Background: an optimization exercise with open tools, aiming at small area, a short achievable clock period and few clock cycles per item. Do not read the settings as production practice.
RTL that was checked went through simulation tests only; none was proved equivalent to the original.
For run 3, only the layout was checked, not whether the RTL still works.
Power figures rest on the tool's default switching activity, not on a simulated workload.

$ cat flow/constraint.sdc
create_clock -name core_clock -period 10.0 [get_ports {CLOCK_50_I}]
set_input_delay 2.0000 -clock core_clock [delete_from_list [all_inputs] [get_ports {CLOCK_50_I}]]
set_output_delay 2.0000 -clock core_clock [all_outputs]
set_load 0.01 [all_outputs]
$ cat flow/flow/run.sh
#!/bin/bash
set -euo pipefail
bash standard.sh SETUP_SLACK_MARGIN=6.9 finish > flow.log 2>&1
$ cat flow/config.mk
export PLATFORM = sky130hd
export DESIGN_NAME = idct_t_stage
export DESIGN_NICKNAME = idct_t_stage
export VERILOG_FILES = /design/flow/design.v
export SDC_FILE = /design/flow/constraint.sdc
export NUM_CORES = 4
export LEC_CHECK = 0
export CAP_MARGIN = 20
export CORE_MARGIN = 2
export CORE_UTILIZATION = 40
export CTS_CLUSTER_DIAMETER = 150
export CTS_CLUSTER_SIZE = 28
export SLEW_MARGIN = 20
$ cat flow/design.v
package idct_pkg;
	localparam int plane_width = 320;
endpackage
`timescale 1ns/1ps
module idct_t_stage (
	input logic CLOCK_50_I,
	input logic Resetn,
	input logic req,
	output logic ack,
	input logic [5:0] block_row,
	input logic [5:0] block_col,
	input logic [15:0] sram_read_data,
	output logic [17:0] sram_address,
	output logic [15:0] sram_write_data,
	output logic sram_we_n
);
	localparam logic [7:0] LAST_T = 8'd145;
	logic running;
	logic ack_q;
	logic [7:0] cnt;           
	logic ack_state;           
	logic [7:0] tn;            
	logic [14:0] rb;           
	logic [14:0] rb_start;
	logic [17:0] addr_q;
	logic [15:0] wdata_q;
	logic we_q;
	function automatic logic [8:0] row_base(input logic [5:0] r);
		case (r)
			6'd0: row_base = 9'd150;
			6'd1: row_base = 9'd155;
			6'd2: row_base = 9'd160;
			6'd3: row_base = 9'd165;
			6'd4: row_base = 9'd170;
			6'd5: row_base = 9'd175;
			6'd6: row_base = 9'd180;
			6'd7: row_base = 9'd185;
			6'd8: row_base = 9'd190;
			6'd9: row_base = 9'd195;
			6'd10: row_base = 9'd200;
			6'd11: row_base = 9'd205;
			6'd12: row_base = 9'd210;
			6'd13: row_base = 9'd215;
			6'd14: row_base = 9'd220;
			6'd15: row_base = 9'd225;
			6'd16: row_base = 9'd230;
			6'd17: row_base = 9'd235;
			6'd18: row_base = 9'd240;
			6'd19: row_base = 9'd245;
			6'd20: row_base = 9'd250;
			6'd21: row_base = 9'd255;
			6'd22: row_base = 9'd260;
			6'd23: row_base = 9'd265;
			6'd24: row_base = 9'd270;
			6'd25: row_base = 9'd275;
			6'd26: row_base = 9'd280;
			6'd27: row_base = 9'd285;
			6'd28: row_base = 9'd290;
			6'd29: row_base = 9'd295;
			6'd30: row_base = 9'd300;
			6'd31: row_base = 9'd305;
			6'd32: row_base = 9'd310;
			6'd33: row_base = 9'd315;
			6'd34: row_base = 9'd320;
			6'd35: row_base = 9'd325;
			6'd36: row_base = 9'd330;
			6'd37: row_base = 9'd335;
			6'd38: row_base = 9'd340;
			6'd39: row_base = 9'd345;
			6'd40: row_base = 9'd350;
			6'd41: row_base = 9'd355;
			6'd42: row_base = 9'd360;
			6'd43: row_base = 9'd365;
			6'd44: row_base = 9'd370;
			6'd45: row_base = 9'd375;
			6'd46: row_base = 9'd380;
			6'd47: row_base = 9'd385;
			6'd48: row_base = 9'd390;
			6'd49: row_base = 9'd395;
			6'd50: row_base = 9'd400;
			6'd51: row_base = 9'd405;
			6'd52: row_base = 9'd410;
			6'd53: row_base = 9'd415;
			6'd54: row_base = 9'd420;
			6'd55: row_base = 9'd425;
			6'd56: row_base = 9'd430;
			6'd57: row_base = 9'd435;
			6'd58: row_base = 9'd440;
			6'd59: row_base = 9'd445;
			6'd60: row_base = 9'd450;
			6'd61: row_base = 9'd455;
			6'd62: row_base = 9'd460;
			6'd63: row_base = 9'd465;
		endcase
	endfunction
	assign rb_start = {row_base(block_row), block_col};
	assign tn = running ? cnt + 8'd1 : 8'd0;
	assign ack_state = !running && (cnt != 8'd0);
	function automatic logic is_read_slot(input logic [3:0] t);
		is_read_slot = (t[2:0] == 3'd5) || (!t[0] && t[2:0] != 3'd6);
	endfunction
	function automatic logic is_write(input logic [7:0] t);
		is_write = (t >= 8'd22 && t <= 8'd139 && !is_read_slot(t[3:0])) || (t >= 8'd142 && t <= 8'd145);
	endfunction
	always_ff @(posedge CLOCK_50_I or negedge Resetn) begin
		if (!Resetn) begin
			running <= 1'b0;
			ack_q <= 1'b0;
			we_q <= 1'b0;
		end else begin
			if (!running) begin
				running <= req && !ack_state;
				ack_q <= ack_state && req;
			end else begin
				running <= (cnt != LAST_T);
				ack_q <= (cnt == LAST_T);
			end
			we_q <= running && is_write(tn);
		end
	end
	logic [2:0] rd_col;
	assign rd_col = (tn[1] || tn[0]) ? ~{1'b0, tn[3:2]} : {1'b0, tn[3:2]};
	logic [7:0] wr_u;
	logic [2:0] wr_row;
	logic [2:0] wr_col;
	always_comb begin
		wr_u = tn - 8'd22;
		if (tn >= 8'd142) begin
			wr_row = 3'd7;
			wr_col = {2'(tn - 8'd142), 1'b0};
		end else begin
			wr_row = wr_u[6:4];
			wr_col = {2'((wr_u[2:0] + 3'd1) >> 1), ~wr_u[3]};
		end
	end
	always_ff @(posedge CLOCK_50_I) begin
		if (!running) begin
			cnt <= (ack_state && req) ? cnt : 8'd0;
			rb <= rb_start;
			addr_q <= {rb_start, 3'd0};
		end else begin
			cnt <= tn;
			rb <= rb + {9'd0, cnt[3:0] == 4'd14, 1'b0, cnt[3:0] == 4'd14, 3'd0};
			if (!is_read_slot(tn[3:0]) || tn >= 8'd128) begin
				addr_q <= {9'h11f, 3'd0, wr_row, wr_col};
			end else begin
				addr_q <= {rb, rd_col};
			end
		end
	end
	logic hold_en;
	logic x_en;
	logic [3:0] ph_n;      
	logic [1:0] k_o_n;
	logic [1:0] k_e_n;
	logic [2:0] so_n;
	logic [2:0] se_n;
	assign ph_n = tn[3:0] + 4'd1;
	assign k_e_n = ph_n[3:2];
	assign k_o_n = {~ph_n[3], ph_n[2]};
	logic din_en;
	logic f_en;
	always_ff @(posedge CLOCK_50_I) begin
		din_en <= (tn[1:0] != 2'd2) && (tn[2:0] != 3'd1);
		hold_en <= (tn[1:0] == 2'd0);
		x_en <= (tn[1:0] == 2'd2);
		f_en <= (tn[1:0] == 2'd3);
	end
	logic [15:0] din;
	logic [15:0] hold;
	logic signed [16:0] xo;      
	logic signed [16:0] f1;
	logic signed [16:0] f2;
	logic signed [16:0] xe;      
	logic signed [20:0] xe15;    
	logic signed [18:0] hold_w;
	logic signed [18:0] din_w;
	assign hold_w = 19'(signed'(hold));
	assign din_w = 19'(signed'(din));
	logic signed [18:0] pair_sum;
	assign pair_sum = hold_w + (din_w ^ {19{x_en}}) + 19'(x_en);
	always_ff @(posedge CLOCK_50_I) begin
		if (din_en) begin
			din <= sram_read_data;
		end
		if (hold_en) begin
			hold <= din;
		end
		if (x_en) begin
			xo <= 17'(pair_sum);
		end
		if (f_en) begin
			f1 <= 17'(pair_sum);
		end
		if (x_en) begin
			f2 <= f1;
			xe <= f2;
			xe15 <= (21'(signed'(f2)) <<< 4) - 21'(signed'(f2));
		end
	end
	function automatic logic [2:0] odd_sel(input logic [1:0] k, input logic [1:0] p);
		case ({k, p})
			4'h0: odd_sel = {1'b0, 2'd0};
			4'h1: odd_sel = {1'b0, 2'd1};
			4'h2: odd_sel = {1'b0, 2'd2};
			4'h3: odd_sel = {1'b0, 2'd3};
			4'h4: odd_sel = {1'b0, 2'd1};
			4'h5: odd_sel = {1'b1, 2'd3};
			4'h6: odd_sel = {1'b1, 2'd0};
			4'h7: odd_sel = {1'b1, 2'd2};
			4'h8: odd_sel = {1'b0, 2'd2};
			4'h9: odd_sel = {1'b1, 2'd0};
			4'ha: odd_sel = {1'b0, 2'd3};
			4'hb: odd_sel = {1'b0, 2'd1};
			4'hc: odd_sel = {1'b0, 2'd3};
			4'hd: odd_sel = {1'b1, 2'd2};
			4'he: odd_sel = {1'b0, 2'd1};
			default: odd_sel = {1'b1, 2'd0};
		endcase
	endfunction
	function automatic logic [2:0] even_sel(input logic [1:0] k, input logic [1:0] p);
		case ({k, p})
			4'h0: even_sel = {1'b0, 2'd0};
			4'h1: even_sel = {1'b0, 2'd1};
			4'h2: even_sel = {1'b0, 2'd0};
			4'h3: even_sel = {1'b0, 2'd2};
			4'h4: even_sel = {1'b0, 2'd0};
			4'h5: even_sel = {1'b0, 2'd2};
			4'h6: even_sel = {1'b1, 2'd0};
			4'h7: even_sel = {1'b1, 2'd1};
			4'h8: even_sel = {1'b0, 2'd0};
			4'h9: even_sel = {1'b1, 2'd2};
			4'ha: even_sel = {1'b1, 2'd0};
			4'hb: even_sel = {1'b0, 2'd1};
			4'hc: even_sel = {1'b0, 2'd0};
			4'hd: even_sel = {1'b1, 2'd1};
			4'he: even_sel = {1'b0, 2'd0};
			default: even_sel = {1'b1, 2'd2};
		endcase
	endfunction
	assign so_n = odd_sel(k_o_n, ph_n[1:0]);
	assign se_n = even_sel(k_e_n, ph_n[1:0]);
	logic [3:0] om;
	logic [2:0] em;
	logic o_neg1, o_rs1, e_neg1, e_rs1;
	always_ff @(posedge CLOCK_50_I) begin
		om <= 4'b0001 << so_n[1:0];
		em <= 3'b001 << se_n[1:0];
		o_neg1 <= so_n[2];
		o_rs1 <= (k_o_n == 2'd0);
		e_neg1 <= se_n[2];
		e_rs1 <= (k_e_n == 2'd0);
	end
	logic [23:0] ox;
	logic [23:0] ex;
	logic [23:0] ey;
	assign ox = 24'(xo);
	assign ex = 24'(xe);
	assign ey = 24'(xe15);
	logic [23:0] or1, or2, or3, or4, or5, or6;
	logic [3:0] o_inj;
	assign or1 = ({24{om[0] | om[1]}} & (ox << 11)) | ({24{om[2]}} & (ox << 10)) | ({24{om[3]}} & (ox << 9));
	assign or2 = ({24{om[0]}} & ~(ox << 5)) | ({24{om[1]}} & ~(ox << 9)) | ({24{om[2]}} & (ox << 7))
		| ({24{om[3]}} & ~(ox << 7));
	assign or3 = ({24{om[0]}} & ~(ox << 3)) | ({24{om[1]}} & (ox << 7)) | ({24{om[2]}} & ~(ox << 4))
		| ({24{om[3]}} & (ox << 4));
	assign or4 = ({24{om[1]}} & (ox << 5)) | ({24{om[2]}} & ox) | ({24{om[3]}} & ~ox);
	assign or5 = {24{om[1]}} & (ox << 3);
	assign or6 = {24{om[1]}} & ~(ox << 1);
	assign o_inj = {2'b00, om[0] | om[1] | om[3], 1'b1};
	logic [23:0] er1, er2, er3;
	logic [1:0] e_inj;
	assign er1 = ({24{em[0]}} & (ex << 3)) | ({24{em[1]}} & (ex << 1)) | ({24{em[2]}} & ~ex);
	assign er2 = ({24{em[0]}} & (ey << 5)) | ({24{em[1]}} & ~(ey << 1)) | ({24{em[2]}} & (ex << 10));
	assign er3 = ({24{em[0]}} & (ey << 6)) | ({24{em[1]}} & (ey << 7)) | ({24{em[2]}} & ~(ey << 4));
	assign e_inj = {em[2], em[1] | em[2]};
	logic [23:0] ro0, ro1, ro2, ro3;
	logic [23:0] re0, re1, re2;
	logic [23:0] oa, ea;
	assign oa = (o_rs1 ? 24'd0 : ro2) ^ {24{o_neg1}};
	assign ea = (e_rs1 ? 24'd0 : re2) ^ {24{e_neg1}};
	logic [23:0] os1, oc1, os2, oc2, os3, oc3;
	logic [23:0] es1, ec1, es3, ec3;
	logic [23:0] ot1, ou1;
	assign os1 = or1 ^ or2 ^ or3;
	assign oc1 = {((or1 & or2) | (or1 & or3) | (or2 & or3)), o_inj[0]};
	assign ot1 = or4 ^ or5 ^ or6;
	assign ou1 = {((or4 & or5) | (or4 & or6) | (or5 & or6)), o_inj[1]};
	assign os2 = os1 ^ oc1 ^ ot1;
	assign oc2 = {((os1 & oc1) | (os1 & ot1) | (oc1 & ot1)), 1'b0};
	assign os3 = ou1 ^ os2 ^ oc2;
	assign oc3 = {((ou1 & os2) | (ou1 & oc2) | (os2 & oc2)), 1'b0};
	assign es1 = er1 ^ er2 ^ er3;
	assign ec1 = {((er1 & er2) | (er1 & er3) | (er2 & er3)), e_inj[0]};
	assign es3 = es1 ^ ec1 ^ ea;
	assign ec3 = {((es1 & ec1) | (es1 & ea) | (ec1 & ea)), e_inj[1]};
	logic [23:0] o_s, o_c, e_s, e_c;
	logic o_neg, e_neg;
	always_ff @(posedge CLOCK_50_I) begin
		o_s <= os3;
		o_c <= oc3;
		o_neg <= o_neg1;
		e_s <= es3;
		e_c <= ec3;
		e_neg <= e_neg1;
	end
	function automatic logic [23:0] ks_add24(input logic [23:0] x, input logic [23:0] y);
		logic [23:0] g, p, g1, p1;
		g = x & y;
		p = x ^ y;
		for (int d = 1; d < 24; d = d * 2) begin
			g1 = g;
			p1 = p;
			for (int i = d; i < 24; i++) begin
				g1[i] = g[i] | (p[i] & g[i-d]);
				p1[i] = p[i] & p[i-d];
			end
			g = g1;
			p = p1;
		end
		ks_add24 = (x ^ y) ^ {g[22:0], 1'b0};
	endfunction
	logic [23:0] o_sum, e_sum;
	logic [23:0] om_s, om_c;
	assign om_s = ro3 ^ o_s ^ o_c;
	assign om_c = {((ro3 & o_s) | (ro3 & o_c) | (o_s & o_c)), 1'b0};
	assign o_sum = ks_add24(om_s, om_c) ^ {24{o_neg}};
	assign e_sum = ks_add24(e_s, e_c) ^ {24{e_neg}};
	always_ff @(posedge CLOCK_50_I) begin
		ro0 <= o_sum;
		ro1 <= ro0;
		ro2 <= ro1;
		ro3 <= oa;
		re0 <= e_sum;
		re1 <= re0;
		re2 <= re1;
	end
	logic [2:0] wsrc;      
	logic [3:0] wl;
	assign wl = 4'(tn - 8'd21);
	always_ff @(posedge CLOCK_50_I) begin
		if (tn >= 8'd141) begin
			wsrc <= 3'd4;
		end else begin
			case (wl[2:0])
				3'd3: wsrc <= {wl[3], 2'd1};
				3'd5: wsrc <= {wl[3], 2'd2};
				default: wsrc <= {wl[3], 2'd0};
			endcase
		end
	end
	always_ff @(posedge CLOCK_50_I) begin
		case (wsrc)
			3'd0: wdata_q <= ro0[23:8];
			3'd1: wdata_q <= ro1[23:8];
			3'd2: wdata_q <= ro2[23:8];
			3'd4: wdata_q <= re0[23:8];
			3'd5: wdata_q <= re1[23:8];
			default: wdata_q <= re2[23:8];
		endcase
	end
	assign ack = ack_q;
	assign sram_address = addr_q;
	assign sram_write_data = wdata_q;
	assign sram_we_n = ~we_q;
endmodule
$ cat flow/standard.sh
#!/bin/bash
# synth_recipe.tcl (not shown) runs the flow's synth.tcl, then flattens the netlist and writes it again
# the make line also repeats each setting of config.mk as NAME=value (left out here)
make -C /OpenROAD-flow-scripts/flow DESIGN_CONFIG=/design/flow/config.mk WORK_HOME=/design/flow/orfs CLKGATE_MAP_FILE= SYNTH_SCRIPT=/design/flow/synth_recipe.tcl "${@:-finish}"
==> results.sh, run 1 <==
export IMPL_start_util_pct=40.4
export IMPL_rsz0062_at_grt="yes"
export IMPL_postRouteAntennaNets=0
export IMPL_tns_ns=0
export IMPL_ctsLongestPathBuffers=3
export IMPL_drc=0
export IMPL_outcome="no timing/DRC/antenna violations"
export IMPL_critical_path_class="reg -> out"
export IMPL_grt_max_degree=77
export IMPL_leakage_nw=10.9
export IMPL_final_max_slew_viol_count=0
export IMPL_met2_wirelength_um=23400
export IMPL_dr_wl_met3_um=2230
export IMPL_die_area_sq_um=61300
export IMPL_drt_total_wl_um=51400
export IMPL_core_region_area_sq_um=58800
export IMPL_cp_max_fo=1
export IMPL_dp_hpwl_um=39000
export IMPL_clock_latency_ns=0.56
export IMPL_cts_tree="built"
export IMPL_globalRoute_totalOverflow=0
export IMPL_cts_root_buf="clkbuf_16"
export IMPL_tightest_slew_ns=0.990
export IMPL_vias=15200
export IMPL_dieHeight_um=248
export IMPL_drt_iter0_drc=1416
export IMPL_skew_ns=0.0193
export IMPL_io_pins=67
export IMPL_grt_antenna_before_repair=0
export IMPL_period_share_pct=31.0
export IMPL_n_antenna_cell=0
export IMPL_grt_pass1_wl_um=82800
export IMPL_hold_class="reg -> reg"
export IMPL_syn_nets=2472
export IMPL_irDropWorstVdd_mv=0.125
export IMPL_setup_viol_count_final=0
export IMPL_timing_fmax_mhz=322
export IMPL_synth_seq_cells=463
export IMPL_drt_met1_wl_um=24700
export IMPL_num_fill_cells=5570
export IMPL_period_minus_slack_ns=3.10
export IMPL_synthToLayoutAreaGrowth_pct=8.54
export IMPL_cts_max_level=1
export IMPL_async_flop_share_pct=0.648
export IMPL_syn_area_sq_um=23700
export IMPL_first_global_vias=15100
export IMPL_cap_violations=0
export IMPL_wl_per_cell_um=17.2
export IMPL_critical_path_startpoint_type="flop"
export IMPL_synth_edff_count=131
export IMPL_gp_congestion=0.901
export IMPL_die_w_um=248
export IMPL_layout_drive_gt1_share_pct=7.44
export IMPL_drt_first_pass_iters=8
export IMPL_row_count=89
export IMPL_track_usage_pct=16.9
export IMPL_critPathRequiredTime_ns=8.00
export IMPL_powerDensity_nw_per_um2=121
export IMPL_maxUsedRoutingLayer="met4"
export IMPL_cts_made_buffers=20
export IMPL_drt_vias_per_instance=5.10
export IMPL_synthFlopType="dfxtp_1"
export IMPL_syn_area_per_cell_sq_um=10.9
export IMPL_critPathArrivalTime_ns=1.10
export IMPL_worst_hold_slack_ns=0.332
export IMPL_port_buffers=66
export IMPL_synth_warnings=1
export IMPL_synth_seq_area_share_pct=44.6
export IMPL_finalHoldViolCount=0
export IMPL_synth_cell_types=81
export IMPL_ff_latch_area_sq_um=10600
export IMPL_postSynthCellCount=2177
export IMPL_multi_input_area_sq_um=12100
export IMPL_crit_path_end_kind="primary output"
export IMPL_clock_sinks=463
export IMPL_path_clk_slew_ns=0.11
export IMPL_nNetsFinal=2494
export IMPL_slew_headroom_pct=33.9
## metrics by stage
| step | total power, W | cell area [sq um] | utilization, % | cells | worst slack, ns |
|---|---|---|---|---|---|
| after floorplan | 0.00214 | 23800 | - | 2177 | 6.82 |
| after global placement | 0.00220 | 25100 | 42.7 | 2935 | 6.05 |
| after detailed placement | 0.00220 | 25100 | 42.7 | 2935 | 5.97 |
| after CTS | 0.00316 | 25700 | 43.7 | 2976 | 6.84 |
| after global routing | 0.00325 | 25800 | 43.8 | 2978 | 6.83 |
| final | 0.00311 | 25800 | 43.8 | 2978 | 6.90 |
## path summary, 6_finish.rpt
| check | to | cells after the start | slack (ns) | from |
|---|---|---|---|---|
| max in group asynchronous | we_q | 1 | 8.27 | Resetn |
| min reg2reg | ro2[7] | 0 | 0.33 | ro1[7] |
| max reg2reg | o_s[22] | 9 | 7.01 | om[2] |
| min in group asynchronous | ack_q | 1 | 1.60 | Resetn |
| max | sram_we_n | 2 | 6.90 | we_q |
| min | ro2[7] | 0 | 0.33 | ro1[7] |
## worst max-delay path, cell delays in order (launching register included)
cell and delay [ns]:
dfrtp_1 0.38, inv_1 0.05, buf_2 0.12
## cells in the final DEF (no fill, tap or decap), types with 34 or more instances in the layout
cell / count
a21oi_1: 106
buf_2: 36
dfxtp_1: 318
edfxtp_1: 131
fa_1: 142
ha_1: 119
inv_1: 195
mux2i_1: 34
nand2_1: 129
nand2b_1: 82
nor2_1: 111
o21ai_0: 81
xnor2_1: 150
xor2_1: 76
## kinds of logic (layout without fill, tap and decap cells)
logic type                 count (synthesis)  count (layout)  share of synthesized area (%)
AOI/OAI and AO/OA                        432             432                           12.4
xor gates and xnor gates                 230             230                           8.57
adders and majority gates                266             266                           18.6
buffers and inverters                    301             329                           4.79
DFF                                      463             463                           44.6
muxes                                     43              43                           1.90
and+or+nand+nor                          442             442                           9.12
## final cells by class
cell class,instances,share of cell area (%)
multi-input cells,1413,47.1
well taps,773,3.75
clock buffers,27,2.13
inverters,206,3.05
repair inverters,2,0.0486
repair buffers,93,2.68
flip-flops and latches,463,41.2
clock inverters,1,0.0631
## Yosys cell counts (all sizes together), types with 78 or more instances
library cell  count  area (sq um)
ha              120          1500
edfxtp          131          3930
a21oi           111           559
nand2           130           488
o21ai            88           444
nor2            112           423
inv             203           762
nand2b           83           519
dfxtp           329          6590
xor2             78           683
fa              144          2880
xnor2           152          1350
## report_power, final
part / switching, W / leakage, nW / total (W) / internal (W)
sequential: 0.0000327 / 4.00 / 0.00202 / 0.00199
combinational: 0.0000696 / 6.65 / 0.000133 / 0.0000638
clock: 0.000564 / 0.273 / 0.000956 / 0.000392
## per-layer routing
layer / vias up / GRT usage (%)
met5: - / 0
met4: 0 / 4.02
met3: 56 / 1.67
met2: 355 / 26.8
met1: 7327 / 24.8
li1: 7440 / -
## what timing repair did
action,4_1_cts,5_1_grt
hold endpoints to repair,0,0
gates cloned,1,1
resized for setup,180,22
endpoints found under the setup margin,99,33
buffers inserted,12,1
pin swaps,3,0
hold buffers,0,0
Testbench counts, summed over its fixed seeds: cycles 28,784, blocks 192.
==> run 2: changes to the inputs <==
==> flow/flow/run.sh (replaced) <==
#!/bin/bash
set -euo pipefail
bash standard.sh SETUP_SLACK_MARGIN=7.0 finish > flow.log 2>&1
--- a/flow/config.mk
+++ b/flow/config.mk
@@ -9,5 +9,5 @@
 export CORE_MARGIN = 2
 export CORE_UTILIZATION = 40
 export CTS_CLUSTER_DIAMETER = 150
-export CTS_CLUSTER_SIZE = 28
+export CTS_CLUSTER_SIZE = 24
 export SLEW_MARGIN = 20
==> run 2 against run 1 <==
  * Still clean
  * Routed wire length rose by 0.78%
  * Total power is 2.9% higher
  * Sequential share of layout area fell by 0.74 points
  * Clock power is 9% higher
  * Sequential power barely moved
==> results.sh, run 2 <==
export IMPL_final_cell_mix="dfxtp_1, inv_1, xnor2_1, fa_1, edfxtp_1"
export IMPL_path_clk_slew_ns=0.10
export IMPL_track_usage_pct=17.0
export IMPL_vias=15300
export IMPL_cts_root_buf="clkbuf_16"
export IMPL_n_antenna_cell=0
export IMPL_path_cells="inv_1, buf_2"
export IMPL_clock_sinks=463
export IMPL_slew_headroom_pct=30.1
export IMPL_synth_cell_types=81
export IMPL_period_minus_slack_ns=3.12
export IMPL_period_share_pct=31.2
export IMPL_critPathArrivalTime_ns=1.12
export IMPL_grt_max_degree=76
export IMPL_dieHeight_um=248
export IMPL_row_count=89
export IMPL_async_flop_share_pct=0.648
export IMPL_synth_top_cells_by_area="dfxtp_1, edfxtp_1, fa_1, ha_1, xnor2_1"
export IMPL_wl_per_cell_um=17.2
export IMPL_dp_hpwl_um=38700
export IMPL_leakage_nw=11.2
export IMPL_first_global_vias=15400
export IMPL_fin_util_pct=44.7
export IMPL_synth_seq_cells=463
export IMPL_syn_nets=2472
export IMPL_syn_area_per_cell_sq_um=10.9
export IMPL_cts_max_level=1
export IMPL_grt_pass1_wl_um=83300
export IMPL_syn_area_sq_um=23700
export IMPL_worst_hold_slack_ns=0.328
export IMPL_dr_wl_met3_um=2640
export IMPL_drt_first_pass_iters=10
export IMPL_port_buffers=66
export IMPL_drt_total_wl_um=51700
export IMPL_nNetsFinal=2519
export IMPL_pre_cts_slack_ns=5.98
export IMPL_io_pins=67
export IMPL_layout_commonest_cell="dfxtp_1"
export IMPL_layout_drive_gt1_share_pct=9.18
export IMPL_irDropWorstVdd_mv=0.110
export IMPL_synth_most_common_cell="dfxtp_1"
export IMPL_grt_antenna_before_repair=0
export IMPL_timing_fmax_mhz=321
export IMPL_drt_vias_per_instance=5.08
export IMPL_core_region_area_sq_um=58800
export IMPL_synth_top_area_cell="dfxtp_1"
export IMPL_cap_violations=0
export IMPL_finalWorstSetupSlack_ns=6.88
export IMPL_die_area_sq_um=61300
export IMPL_synth_edff_count=131
export IMPL_met2_wirelength_um=23100
export IMPL_outcome="no timing/DRC/antenna violations"
export IMPL_synth_warnings=1
export IMPL_cts_tree="built"
export IMPL_finalHoldViolCount=0
export IMPL_critical_path_startpoint_type="flop"
export IMPL_postRouteAntennaNets=0
export IMPL_slowest_delay_ns=0.38
export IMPL_tightest_slew_ns=1.05
export IMPL_gp_congestion=0.900
export IMPL_hold_buffers=0
export IMPL_powerDensity_nw_per_um2=122
export IMPL_drc=0
export IMPL_critical_path_class="reg -> out"
export IMPL_synthToLayoutAreaGrowth_pct=10.7
export IMPL_cp_max_fo=1
export IMPL_critPathRequiredTime_ns=8.00
export IMPL_rsz0062_at_grt="yes"
export IMPL_final_max_slew_viol_count=0
export IMPL_clock_latency_ns=0.58
export IMPL_start_util_pct=40.4
export IMPL_drt_met1_wl_um=24500
export IMPL_tns_ns=0
export IMPL_crit_slowest_cell="dfrtp_1"
export IMPL_globalRoute_totalOverflow=0
export IMPL_drt_iter0_drc=1532
export IMPL_maxUsedRoutingLayer="met4"
export IMPL_synth_top_area_share_pct=27.8
export IMPL_synth_seq_area_share_pct=44.6
export IMPL_cts_made_buffers=23
export IMPL_skew_ns=0.0230
export IMPL_setup_viol_count_final=0
export IMPL_crit_path_end_kind="primary output"
export IMPL_ys_top_cells_by_count="dfxtp_1, inv_1, xnor2_1, fa_1, edfxtp_1"
export IMPL_die_w_um=248
export IMPL_synthFlopType="dfxtp_1"
export IMPL_ctsLongestPathBuffers=3
export IMPL_hold_class="reg -> reg"
export IMPL_postSynthCellCount=2177
export IMPL_num_fill_cells=5541
[run 2: timing repair]
action,4_1_cts,5_1_grt
cloned,1,1
setup endpoints to repair,102,73
setup buffers,18,17
pin swaps,2,8
resized for setup,210,42
[run 2: final cells by class]
class / count / area, sq um / area share [%]
tap: 773 / 967 / 3.68
timing repair inverter: 1 / 7.51 / 0.0286
sequential: 463 / 10600 / 40.5
multi-input combinational: 1413 / 12200 / 46.3
inverter: 206 / 787 / 3.00
timing repair buffer: 116 / 1050 / 3.99
clock inverter: 2 / 25.0 / 0.0953
clock buffer: 32 / 631 / 2.40
[run 2: kinds of logic after synthesis]
| family | synth area share [%] |
|---|---|
| and+or+nand+nor | 9.12 |
| adders and majority gates | 18.6 |
| xor gates and xnor gates | 8.57 |
| AOI/OAI and AO/OA | 12.4 |
| DFF | 44.6 |
| buffers and inverters | 4.79 |
| muxes | 1.90 |
[run 2: worst max-delay path: cells and delay by family, from the launching register on]
family | cells | cell delay (ns)
buffers and inverters | 2 | 0.16
DFF | 1 | 0.38
[run 2: where the power goes]
group,leakage (nW),internal [W],switching (W)
clock network,0.317,0.000447,0.000598
registers,4.00,0.00199,0.0000325
logic,6.85,0.0000641,0.0000702
[run 2: metal layers]
metal / GRT usage (%) / vias to the layer above
li1: - / 7492
met1: 24.3 / 7310
met2: 26.8 / 400
met3: 2.28 / 68
met4: 5.04 / 0
met5: 0 / -
[run 2: final timing paths]
path,depth (start not counted),start,endpoint,slack (ns)
min in group asynchronous,1,Resetn,running,1.59
setup / recovery,2,we_q,sram_we_n,6.88
setup reg to reg,9,om[2],o_s[22],7.09
max in group asynchronous,1,Resetn,ack_q,8.28
hold reg to reg,0,re1[2],re2[2],0.33
hold / removal,0,re1[2],re2[2],0.33
[run 2: through the flow]
stage	power (W)	std cells	instance area, sq um
2_1_floorplan	0.00215	2177	23800
3_3_place_gp	0.00220	2935	25100
3_5_place_dp	0.00220	2935	25100
4_1_cts	0.00325	2988	26000
5_1_grt	0.00333	3006	26300
6_report	0.00320	3006	26300
==> run 3: changes to the inputs <==
--- a/flow/design.v
+++ b/flow/design.v
@@ -172,7 +172,6 @@
 	logic signed [16:0] f1;
 	logic signed [16:0] f2;
 	logic signed [16:0] xe;      
-	logic signed [20:0] xe15;    
 	logic signed [18:0] hold_w;
 	logic signed [18:0] din_w;
 	assign hold_w = 19'(signed'(hold));
@@ -195,7 +194,6 @@
 		if (x_en) begin
 			f2 <= f1;
 			xe <= f2;
-			xe15 <= (21'(signed'(f2)) <<< 4) - 21'(signed'(f2));
 		end
 	end
 	function automatic logic [2:0] odd_sel(input logic [1:0] k, input logic [1:0] p);
@@ -253,10 +251,8 @@
 	end
 	logic [23:0] ox;
 	logic [23:0] ex;
-	logic [23:0] ey;
 	assign ox = 24'(xo);
 	assign ex = 24'(xe);
-	assign ey = 24'(xe15);
 	logic [23:0] or1, or2, or3, or4, or5, or6;
 	logic [3:0] o_inj;
 	assign or1 = ({24{om[0] | om[1]}} & (ox << 11)) | ({24{om[2]}} & (ox << 10)) | ({24{om[3]}} & (ox << 9));
@@ -268,19 +264,21 @@
 	assign or5 = {24{om[1]}} & (ox << 3);
 	assign or6 = {24{om[1]}} & ~(ox << 1);
 	assign o_inj = {2'b00, om[0] | om[1] | om[3], 1'b1};
-	logic [23:0] er1, er2, er3;
-	logic [1:0] e_inj;
-	assign er1 = ({24{em[0]}} & (ex << 3)) | ({24{em[1]}} & (ex << 1)) | ({24{em[2]}} & ~ex);
-	assign er2 = ({24{em[0]}} & (ey << 5)) | ({24{em[1]}} & ~(ey << 1)) | ({24{em[2]}} & (ex << 10));
-	assign er3 = ({24{em[0]}} & (ey << 6)) | ({24{em[1]}} & (ey << 7)) | ({24{em[2]}} & ~(ey << 4));
-	assign e_inj = {em[2], em[1] | em[2]};
+	logic [23:0] er1, er2, er3, er4, er5;
+	logic [2:0] e_inj;
+	assign er1 = ({24{em[0] | em[2]}} & (ex << 10)) | ({24{em[1]}} & (ex << 11));
+	assign er2 = ({24{em[0]}} & (ex << 9)) | ({24{em[1]}} & ~(ex << 7)) | ({24{em[2]}} & ~(ex << 8));
+	assign er3 = ({24{em[0]}} & ~(ex << 7)) | ({24{em[1]}} & ~(ex << 5)) | ({24{em[2]}} & (ex << 4));
+	assign er4 = ({24{em[0]}} & (ex << 5)) | ({24{em[1]}} & (ex << 2)) | ({24{em[2]}} & ~ex);
+	assign er5 = {24{em[0]}} & (ex << 3);
+	assign e_inj = {1'b0, em[1] | em[2], 1'b1};
 	logic [23:0] ro0, ro1, ro2, ro3;
 	logic [23:0] re0, re1, re2;
 	logic [23:0] oa, ea;
 	assign oa = (o_rs1 ? 24'd0 : ro2) ^ {24{o_neg1}};
 	assign ea = (e_rs1 ? 24'd0 : re2) ^ {24{e_neg1}};
 	logic [23:0] os1, oc1, os2, oc2, os3, oc3;
-	logic [23:0] es1, ec1, es3, ec3;
+	logic [23:0] es1, ec1, es2, ec2, es3, ec3;
 	logic [23:0] ot1, ou1;
 	assign os1 = or1 ^ or2 ^ or3;
 	assign oc1 = {((or1 & or2) | (or1 & or3) | (or2 & or3)), o_inj[0]};
@@ -290,10 +288,15 @@
 	assign oc2 = {((os1 & oc1) | (os1 & ot1) | (oc1 & ot1)), 1'b0};
 	assign os3 = ou1 ^ os2 ^ oc2;
 	assign oc3 = {((ou1 & os2) | (ou1 & oc2) | (os2 & oc2)), 1'b0};
+	logic [23:0] et1, eu1;
 	assign es1 = er1 ^ er2 ^ er3;
 	assign ec1 = {((er1 & er2) | (er1 & er3) | (er2 & er3)), e_inj[0]};
-	assign es3 = es1 ^ ec1 ^ ea;
-	assign ec3 = {((es1 & ec1) | (es1 & ea) | (ec1 & ea)), e_inj[1]};
+	assign et1 = er4 ^ er5 ^ ea;
+	assign eu1 = {((er4 & er5) | (er4 & ea) | (er5 & ea)), e_inj[1]};
+	assign es2 = es1 ^ ec1 ^ et1;
+	assign ec2 = {((es1 & ec1) | (es1 & et1) | (ec1 & et1)), 1'b0};
+	assign es3 = es2 ^ ec2 ^ eu1;
+	assign ec3 = {((es2 & ec2) | (es2 & eu1) | (ec2 & eu1)), 1'b0};
 	logic [23:0] o_s, o_c, e_s, e_c;
 	logic o_neg, e_neg;
 	always_ff @(posedge CLOCK_50_I) begin
==> flow/flow/run.sh (replaced) <==
#!/bin/bash
set -euo pipefail
bash standard.sh SETUP_SLACK_MARGIN=6.9 finish > flow.log 2>&1
==> run 3 against run 2 <==
  * Utilization grew 0.11 points
  * Largest cell class unchanged
  * Highest routed layer unchanged
  * Sequential power down 4%
  * Clock-buffer cell count down 1
  * Global-route usage is 0.15 points lower
  * Clock skew grew 0.00054 ns
  * Sequential share of layout area shrank 1.8 points
  * Die area is 1.1% lower
  * Still clean
==> results.sh, run 3 <==
export IMPL_final_cell_mix="dfxtp_1, inv_1, fa_1, xnor2_1, nand2_1"
export IMPL_drc=0
export IMPL_synth_most_common_cell="dfxtp_1"
export IMPL_ff_latch_area_sq_um=10000
export IMPL_row_count=88
export IMPL_postSynthCellCount=2141
export IMPL_drt_iter0_drc=1238
export IMPL_grt_antenna_before_repair=0
export IMPL_tightest_slew_ns=0.945
export IMPL_synth_top_cells_by_area="dfxtp_1, fa_1, edfxtp_1, ha_1, xnor2_1"
export IMPL_synthToLayoutAreaGrowth_pct=10.3
export IMPL_gp_congestion=0.867
export IMPL_synth_seq_cells=442
export IMPL_drt_total_wl_um=50900
export IMPL_cts_root_buf="clkbuf_16"
export IMPL_cts_tree="built"
export IMPL_met2_usage_pct=26.6
export IMPL_dp_hpwl_um=38200
export IMPL_cap_violations=0
export IMPL_r2r_slack_ns=6.98
export IMPL_final_max_slew_viol_count=0
export IMPL_drt_vias_per_instance=5.01
export IMPL_multi_input_area_sq_um=12300
export IMPL_synth_edff_count=111
export IMPL_die_w_um=246
export IMPL_cts_max_level=1
export IMPL_slew_headroom_pct=36.9
export IMPL_synth_warnings=1
export IMPL_grt_util_met3_pct=2.10
export IMPL_rsz0062_at_grt="yes"
export IMPL_clock_sinks=442
export IMPL_timing_fmax_mhz=323
export IMPL_period_share_pct=30.9
export IMPL_core_region_area_sq_um=57800
export IMPL_irDropWorstVdd_mv=0.0974
export IMPL_vias=14900
export IMPL_critical_path_startpoint_type="flop"
export IMPL_finalHoldViolCount=0
export IMPL_synth_cell_types=80
export IMPL_nNetsFinal=2518
export IMPL_cts_made_buffers=22
export IMPL_die_area_sq_um=60600
export IMPL_use_met1_pct=24.1
export IMPL_leakage_nw=11.1
export IMPL_port_buffers=66
export IMPL_finalWorstSetupSlack_ns=6.91
export IMPL_ctsLongestPathBuffers=3
export IMPL_globalRoute_totalOverflow=0
export IMPL_syn_nets=2454
export IMPL_period_minus_slack_ns=3.09
export IMPL_fin_util_pct=44.8
export IMPL_postRouteAntennaNets=0
export IMPL_tns_ns=0
export IMPL_critical_path_class="reg -> out"
export IMPL_wl_per_cell_um=17.1
export IMPL_syn_area_per_cell_sq_um=11.0
export IMPL_syn_area_sq_um=23500
export IMPL_powerDensity_nw_per_um2=118
export IMPL_start_util_pct=40.6
export IMPL_grt_max_degree=57
export IMPL_drt_first_pass_iters=6
export IMPL_track_usage_pct=16.8
export IMPL_setup_viol_count_final=0
export IMPL_layout_commonest_cell="dfxtp_1"
export IMPL_io_pins=67
export IMPL_first_global_vias=15000
export IMPL_crit_path_end_kind="primary output"
export IMPL_worst_hold_slack_ns=0.326
export IMPL_hold_class="reg -> reg"
export IMPL_synth_top_area_cell="dfxtp_1"
export IMPL_path_clk_slew_ns=0.10
export IMPL_dieHeight_um=246
export IMPL_num_fill_cells=5444
export IMPL_skew_ns=0.0235
export IMPL_n_antenna_cell=0
export IMPL_synthFlopType="dfxtp_1"
export IMPL_dpl_cell_count=2898
export IMPL_synth_top_area_share_pct=28.0
export IMPL_critPathRequiredTime_ns=8.00
export IMPL_cp_max_fo=1
export IMPL_outcome="no timing/DRC/antenna violations"
export IMPL_clock_latency_ns=0.57
export IMPL_ys_top_cells_by_count="dfxtp_1, inv_1, fa_1, xnor2_1, nand2_1"
export IMPL_critPathArrivalTime_ns=1.09
export IMPL_top_usage_layer="met2"
export IMPL_layout_drive_gt1_share_pct=9.80
export IMPL_synth_seq_area_share_pct=42.5
export IMPL_async_flop_share_pct=0.679
export IMPL_pre_cts_slack_ns=5.63
export IMPL_grt_pass1_wl_um=81200
export IMPL_fin_cells=2979
==> run 3: worst max-delay path, stage by stage, from the launching register on <==
cell and delay (ns):
dfrtp_1 0.37, inv_1 0.05, buf_2 0.12
==> run 3: cells by family (layout without fill, tap and decap cells) <==
group | count (synthesis) | in the layout | share of synthesized area [%]
compound gates | 360 | 360 | 10.5
flops | 442 | 442 | 42.5
fa+ha+maj | 287 | 287 | 20.7
buf+inv | 320 | 393 | 5.20
simple gates | 465 | 465 | 9.99
xor+xnor | 207 | 207 | 7.92
mux | 60 | 60 | 3.17
==> run 3: final timing paths <==
check / from / endpoint / cells past startpoint
hold reg to reg: re1[4] / re2[4] / 0
min in group asynchronous: Resetn / running / 1
max in group asynchronous: Resetn / ack_q / 1
hold / removal: re1[4] / re2[4] / 0
setup / recovery: we_q / sram_we_n / 2
setup reg to reg: em[2] / e_s[9] / 11
==> run 3: metal layers <==
layer / vias to the layer above / wire (um)
met1: 7248 / 24200
met2: 357 / 23100
met3: 53 / 2380
met5: - / 0
met4: 0 / 1210
li1: 7274 / -
==> run 3: power by group <==
part	leakage [nW]	internal [W]	switching [W]
Clock	0.312	0.000441	0.000551
Combinational	7.00	0.0000626	0.0000643
Sequential	3.81	0.00189	0.0000339
Total	11.1	0.00240	0.000650
==> run 3: metrics by stage <==
stage               cell area, sq um  total power, W
floorplan                      23500         0.00204
global placement               24900         0.00209
detailed placement             24900         0.00210
CTS                            25500         0.00309
global route                   25900         0.00317
finish                         25900         0.00305
==> run 3: area by class of cell <==
type	instances	area share, %
Clock buffer	31	2.42
Clock inverter	2	0.0532
Inverter	231	3.48
Multi-Input combinational cell	1379	47.7
Sequential cell	442	38.6
Tap cell	765	3.70
Timing Repair Buffer	127	4.01
Timing Repair inverter	2	0.0483
==> run 3: repair_timing <==
item,in CTS,in global routing
setup endpoints to repair,134,67
pin swaps,0,10
hold buffers,0,0
endpoints found under the hold margin,0,0
cloned,2,2
resized for setup,185,34
buffers inserted,12,32

==> static timing again, ports no longer ideal <==
The results above use ideal ports. As a check the final layouts listed here were re-extracted and re-timed, cells and wires unchanged. Step 1 (the two cells are an assumption about what drives the block):
set clk [get_ports {CLOCK_50_I}]
set_driving_cell -lib_cell sky130_fd_sc_hd__clkbuf_16 $clk
set_driving_cell -lib_cell sky130_fd_sc_hd__buf_2 [delete_from_list [all_inputs] $clk]
Step 2 moves the port delays by t, midway between the first and last clock arrival at a register: inputs arrive t later, outputs are due t later. That takes back most of the time a late clock gives input paths. Slacks: no drivers / after step 1 / after step 2; pairs: no drivers / after step 1.
run | t (ns) | setup WS [ns] | worst register clock-pin slew, ns
run 1 | 0.604 | 6.897 / 6.842 / 6.466 | 0.11 / 0.11
run 2 | 0.629 | 6.884 / 6.827 / 6.524 | 0.11 / 0.11
run 3 | 0.617 | 6.907 / 6.843 / 6.378 | 0.11 / 0.11
After both steps setup and hold are still met in every run listed. The setup slack of run 3, which loses most, moves by -0.064 ns with the drivers and by -0.529 ns with both steps.
